Source: an optimization exercise on an open RTL-to-GDS flow (aim: a short achievable clock period and few clock cycles per item). Production flows keep margins and buffers that such runs may drop.
Function was checked by simulation only, so behaviour that the tests miss may differ from the original.
The clock port is modelled as an ideal driver; clocking choices that lean on that would not hold on a real chip.

== rev 12 ==
==> flow/design.v (excerpt) <==
module hub75_output (
   input  logic                     clk_in,
   input  logic                     rst_in,
   input  pov_pkg::column_pair_t    column_data,
   input  logic [($clog2(32))-1:0]   address_data,
   input  logic                     tvalid,
   output logic                     tready,
   output logic                     tlast,
   output pov_pkg::rgb_bits_t       rgb0,
   output pov_pkg::rgb_bits_t       rgb1,
   output logic                     led_clk,
   output logic                     led_latch,
   output logic                     led_blank,
   output logic [($clog2(32))-1:0]   hub75_address
);
   logic                   shift_q;
   logic                   latch_now;
   pov_pkg::plane_t        latch_plane;
   logic                   latch_last;
   logic [($clog2(32))-1:0] address_q;    
   hub75_scan_ctrl u_ctrl (
      .clk_in      (clk_in),
      .rst_in      (rst_in),
      .tvalid      (tvalid),
      .tready      (tready),
      .shift_q     (shift_q),
      .latch_now   (latch_now),
      .latch_plane (latch_plane),
      .latch_last  (latch_last),
      .led_clk     (led_clk),
      .led_latch   (led_latch)
   );
   column_buffer u_buffer (
      .clk_in      (clk_in),
      .load        (!shift_q),
      .column_data (column_data),
      .rgb0        (rgb0),
      .rgb1        (rgb1)
   );
   bcm_period_timer u_timer (
      .clk_in       (clk_in),
      .rst_in       (rst_in),
      .period_start (latch_now),
      .plane        (latch_plane),
      .last_plane   (latch_last),
      .led_blank    (led_blank),
      .tlast        (tlast)
   );
   always_ff @(posedge clk_in) begin
      if (!shift_q) begin
         address_q <= address_data;
      end
   end
   always_ff @(posedge clk_in) begin
      if (rst_in) begin
         hub75_address <= '0;
      end else if (latch_now && (latch_plane == pov_pkg::plane_t'(3 - 1))) begin
         hub75_address <= address_q;
      end
   end
endmodule
Size: roughly 2,600 cells after synthesis, about 1,200 flip-flops, about 38,000 um^2 of cells after synthesis.
Settings: LEC_CHECK=0, CAP_MARGIN=20, CORE_AREA=2 2 288 288, DIE_AREA=0 0 290 290, PLACE_DENSITY=0.8, SETUP_SLACK_MARGIN=3.5, SLEW_MARGIN=20; clock period 5.0 ns.
standard.sh (not shown) runs the stock make flow with config.mk's settings and CLKGATE_MAP_FILE= SYNTH_SCRIPT=/design/flow/synth_recipe.tcl, a recipe that flattens the netlist after the stock synthesis.
==> flow/flow/run.sh <==
#!/bin/bash
# Standard ORFS layout (standard.sh) with two changes:
#  - pins placed one routing track apart instead of two, so the die can be smaller;
#  - the clock tree is built by flow/manual_cts.tcl (a two-level tree of clkbuf_16)
#    instead of TritonCTS.
# Full tool output goes to standard.log; ORFS's per-step logs are under orfs/logs.
bash standard.sh 'PLACE_PINS_ARGS=-min_distance 1 -min_distance_in_tracks' "PRE_CTS_TCL=$PWD/flow/manual_cts.tcl" finish > standard.log 2>&1
==> flow/flow/manual_cts.tcl <==
# Two-level clock tree built by hand, in place of TritonCTS.
#   clk_in -> MID_N clkbuf_16 (one per group of leaf buffers)
#          -> leaf clkbuf_16 (one per cluster of about LEAF_SIZE flops)
#          -> flip-flop clock pins
# Every flop sees the same number of buffers; clusters come from k-means
# on the placed flop positions, each buffer sits at its loads' centroid.

set leaf_size 30
set mid_n 4
set leaf_cap [expr {int($leaf_size * 1.3)}]
set buf_master_name sky130_fd_sc_hd__clkinv_16
set leaf_master_name sky130_fd_sc_hd__clkinv_8

set db [ord::get_db]
set block [ord::get_db_block]
set master [$db findMaster $buf_master_name]
set leaf_master [$db findMaster $leaf_master_name]
set clk_net [$block findNet clk_in]

proc iterm_xy {it} {
  set bb [[$it getInst] getBBox]
  return [list [expr {([$bb xMin] + [$bb xMax]) / 2.0}] [expr {([$bb yMin] + [$bb yMax]) / 2.0}]]
}

# k-means; pts is a list of {x y}; returns the cluster index of each point
proc kmeans {pts k iters} {
  set n [llength $pts]
  # seed with points spread along the sorted order
  set order [lsort -real -index 0 [lmap p $pts {set p}]]
  set cx {}
  set cy {}
  for {set i 0} {$i < $k} {incr i} {
    set p [lindex $order [expr {int(($i + 0.5) * $n / $k)}]]
    lappend cx [lindex $p 0]
    lappend cy [lindex $p 1]
  }
  # better seeding: grid over the bounding box
  set xs [lmap p $pts {lindex $p 0}]
  set ys [lmap p $pts {lindex $p 1}]
  set x0 [tcl::mathfunc::min {*}$xs]
  set x1 [tcl::mathfunc::max {*}$xs]
  set y0 [tcl::mathfunc::min {*}$ys]
  set y1 [tcl::mathfunc::max {*}$ys]
  set g [expr {int(ceil(sqrt($k)))}]
  set cx {}
  set cy {}
  for {set i 0} {$i < $k} {incr i} {
    set gx [expr {$i % $g}]
    set gy [expr {$i / $g}]
    set rows [expr {int(ceil(double($k) / $g))}]
    lappend cx [expr {$x0 + ($gx + 0.5) * ($x1 - $x0) / $g}]
    lappend cy [expr {$y0 + ($gy + 0.5) * ($y1 - $y0) / $rows}]
  }
  set assign [lrepeat $n 0]
  for {set it 0} {$it < $iters} {incr it} {
    set assign {}
    foreach p $pts {
      set px [lindex $p 0]
      set py [lindex $p 1]
      set best 0
      set bd 1e30
      for {set c 0} {$c < $k} {incr c} {
        set dx [expr {$px - [lindex $cx $c]}]
        set dy [expr {$py - [lindex $cy $c]}]
        set d [expr {$dx * $dx + $dy * $dy}]
        if {$d < $bd} {
          set bd $d
          set best $c
        }
      }
      lappend assign $best
    }
    set sx [lrepeat $k 0.0]
    set sy [lrepeat $k 0.0]
    set sn [lrepeat $k 0]
    foreach p $pts a $assign {
      lset sx $a [expr {[lindex $sx $a] + [lindex $p 0]}]
      lset sy $a [expr {[lindex $sy $a] + [lindex $p 1]}]
      lset sn $a [expr {[lindex $sn $a] + 1}]
    }
    for {set c 0} {$c < $k} {incr c} {
      if {[lindex $sn $c] > 0} {
        lset cx $c [expr {[lindex $sx $c] / [lindex $sn $c]}]
        lset cy $c [expr {[lindex $sy $c] / [lindex $sn $c]}]
      }
    }
  }
  return [list $assign $cx $cy]
}

proc out_iterm {inst} {
  foreach it [$inst getITerms] {
    if {[$it isOutputSignal]} { return $it }
  }
  error "no output pin on [$inst getName]"
}

proc place_at {inst x y} {
  set m [$inst getMaster]
  set w [$m getWidth]
  set h [$m getHeight]
  $inst setLocation [expr {int($x - $w / 2)}] [expr {int($y - $h / 2)}]
  $inst setPlacementStatus PLACED
}

# sinks: every clock pin on clk_in
set sinks {}
foreach it [$clk_net getITerms] {
  if {[$it isInputSignal] || [[$it getMTerm] getSigType] == "CLOCK" || 1} {
    lappend sinks $it
  }
}
set n_sinks [llength $sinks]
set n_leaf [expr {int(ceil(double($n_sinks) / $leaf_size))}]
puts "manual CTS: $n_sinks sinks, $n_leaf leaf buffers, $mid_n mid buffers"

set pts [lmap it $sinks {iterm_xy $it}]
lassign [kmeans $pts $n_leaf 30] assign lcx lcy

# split any cluster over leaf_cap in two, until none is
set changed 1
while {$changed} {
  set changed 0
  set cnt [lrepeat $n_leaf 0]
  foreach a $assign { lset cnt $a [expr {[lindex $cnt $a] + 1}] }
  for {set c 0} {$c < $n_leaf} {incr c} {
    if {[lindex $cnt $c] > $leaf_cap} {
      set idx {}
      set sub {}
      set i 0
      foreach p $pts a $assign {
        if {$a == $c} { lappend idx $i; lappend sub $p }
        incr i
      }
      lassign [kmeans $sub 2 20] sa scx scy
      lset lcx $c [lindex $scx 0]
      lset lcy $c [lindex $scy 0]
      lappend lcx [lindex $scx 1]
      lappend lcy [lindex $scy 1]
      foreach i $idx a $sa {
        if {$a == 1} { lset assign $i $n_leaf }
      }
      incr n_leaf
      set changed 1
      break
    }
  }
}
# drop empty clusters
set cnt [lrepeat $n_leaf 0]
foreach a $assign { lset cnt $a [expr {[lindex $cnt $a] + 1}] }
set remap {}
set ncx {}
set ncy {}
set k 0
for {set c 0} {$c < $n_leaf} {incr c} {
  if {[lindex $cnt $c] > 0} {
    lappend remap $k
    lappend ncx [lindex $lcx $c]
    lappend ncy [lindex $lcy $c]
    incr k
  } else {
    lappend remap -1
  }
}
set assign [lmap a $assign {lindex $remap $a}]
set lcx $ncx
set lcy $ncy
set n_leaf $k

# leaf buffers
set leaf_insts {}
for {set c 0} {$c < $n_leaf} {incr c} {
  set inst [odb::dbInst_create $block $leaf_master "clkbuf_leaf_m$c"]
  set net [odb::dbNet_create $block "clknet_leaf_m$c"]
  $net setSigType CLOCK
  [out_iterm $inst] connect $net
  place_at $inst [lindex $lcx $c] [lindex $lcy $c]
  lappend leaf_insts $inst
  set leaf_net($c) $net
  set leaf_cnt($c) 0
}
foreach it $sinks a $assign {
  $it disconnect
  $it connect $leaf_net($a)
  incr leaf_cnt($a)
}
set sizes {}
for {set c 0} {$c < $n_leaf} {incr c} { lappend sizes $leaf_cnt($c) }
puts "manual CTS: leaf cluster sizes $sizes"

# mid buffers over the leaf buffers
set lpts {}
for {set c 0} {$c < $n_leaf} {incr c} { lappend lpts [list [lindex $lcx $c] [lindex $lcy $c]] }
lassign [kmeans $lpts $mid_n 30] massign mcx mcy
for {set m 0} {$m < $mid_n} {incr m} {
  set inst [odb::dbInst_create $block $master "clkbuf_mid_m$m"]
  set net [odb::dbNet_create $block "clknet_mid_m$m"]
  $net setSigType CLOCK
  [out_iterm $inst] connect $net
  [$inst findITerm A] connect $clk_net
  place_at $inst [lindex $mcx $m] [lindex $mcy $m]
  set mid_net($m) $net
  set mid_cnt($m) 0
}
foreach inst $leaf_insts a $massign {
  [$inst findITerm A] connect $mid_net($a)
  incr mid_cnt($a)
}
set sizes {}
for {set m 0} {$m < $mid_n} {incr m} { lappend sizes $mid_cnt($m) }
puts "manual CTS: mid group sizes $sizes"

set_propagated_clock [all_clocks]

# the tree is built: the flow's own CTS call becomes a no-op
proc clock_tree_synthesis {args} {
  puts "manual CTS: clock_tree_synthesis $args skipped"
}
Rev 12 did not finish: a tool error stopped it during global routing (5_1_grt).
Testbench counts of rev 12, summed over its fixed seeds: cycles 62,488, items 320.
Here is what was changed in the inputs of rev 13 compared with rev 12.
diff --git a/flow/flow/manual_cts.tcl b/flow/flow/manual_cts.tcl
--- a/flow/flow/manual_cts.tcl
+++ b/flow/flow/manual_cts.tcl
@@ -8 +8 @@
-set leaf_size 30
+set leaf_size 40
@@ -12 +12 @@
-set leaf_master_name sky130_fd_sc_hd__clkinv_8
+set leaf_master_name sky130_fd_sc_hd__clkinv_16
Results
No final results exist for rev 13, since it was stopped by error DPL-0038 during clock tree synthesis (4_1_cts).
Diff rev 13..rev 12 | x dimension of the die | unchanged
Re compound-gate portion of the synthesized area: no difference whatsoever between rev 12 and rev 13.
Rev 12 -> rev 13: part of the Yosys area used for sequential elements delta 0, exact match
Delta (rev 13 minus rev 12): count of standard-cell rows essentially unchanged, synthesized-area fraction occupied by and/or/nand/nor cells comparable, post-synthesis instance area now sits at about the same level, number of port buffers comparable.
Diff rev 13..rev 12 | number of distinct library cells after synthesis | unchanged
Taking rev 12 as the reference, in rev 13 number of synthesized flops with an enable pin comparable, detailed-placement wirelength estimate comparable, routability-driven placement congestion ratio comparable.
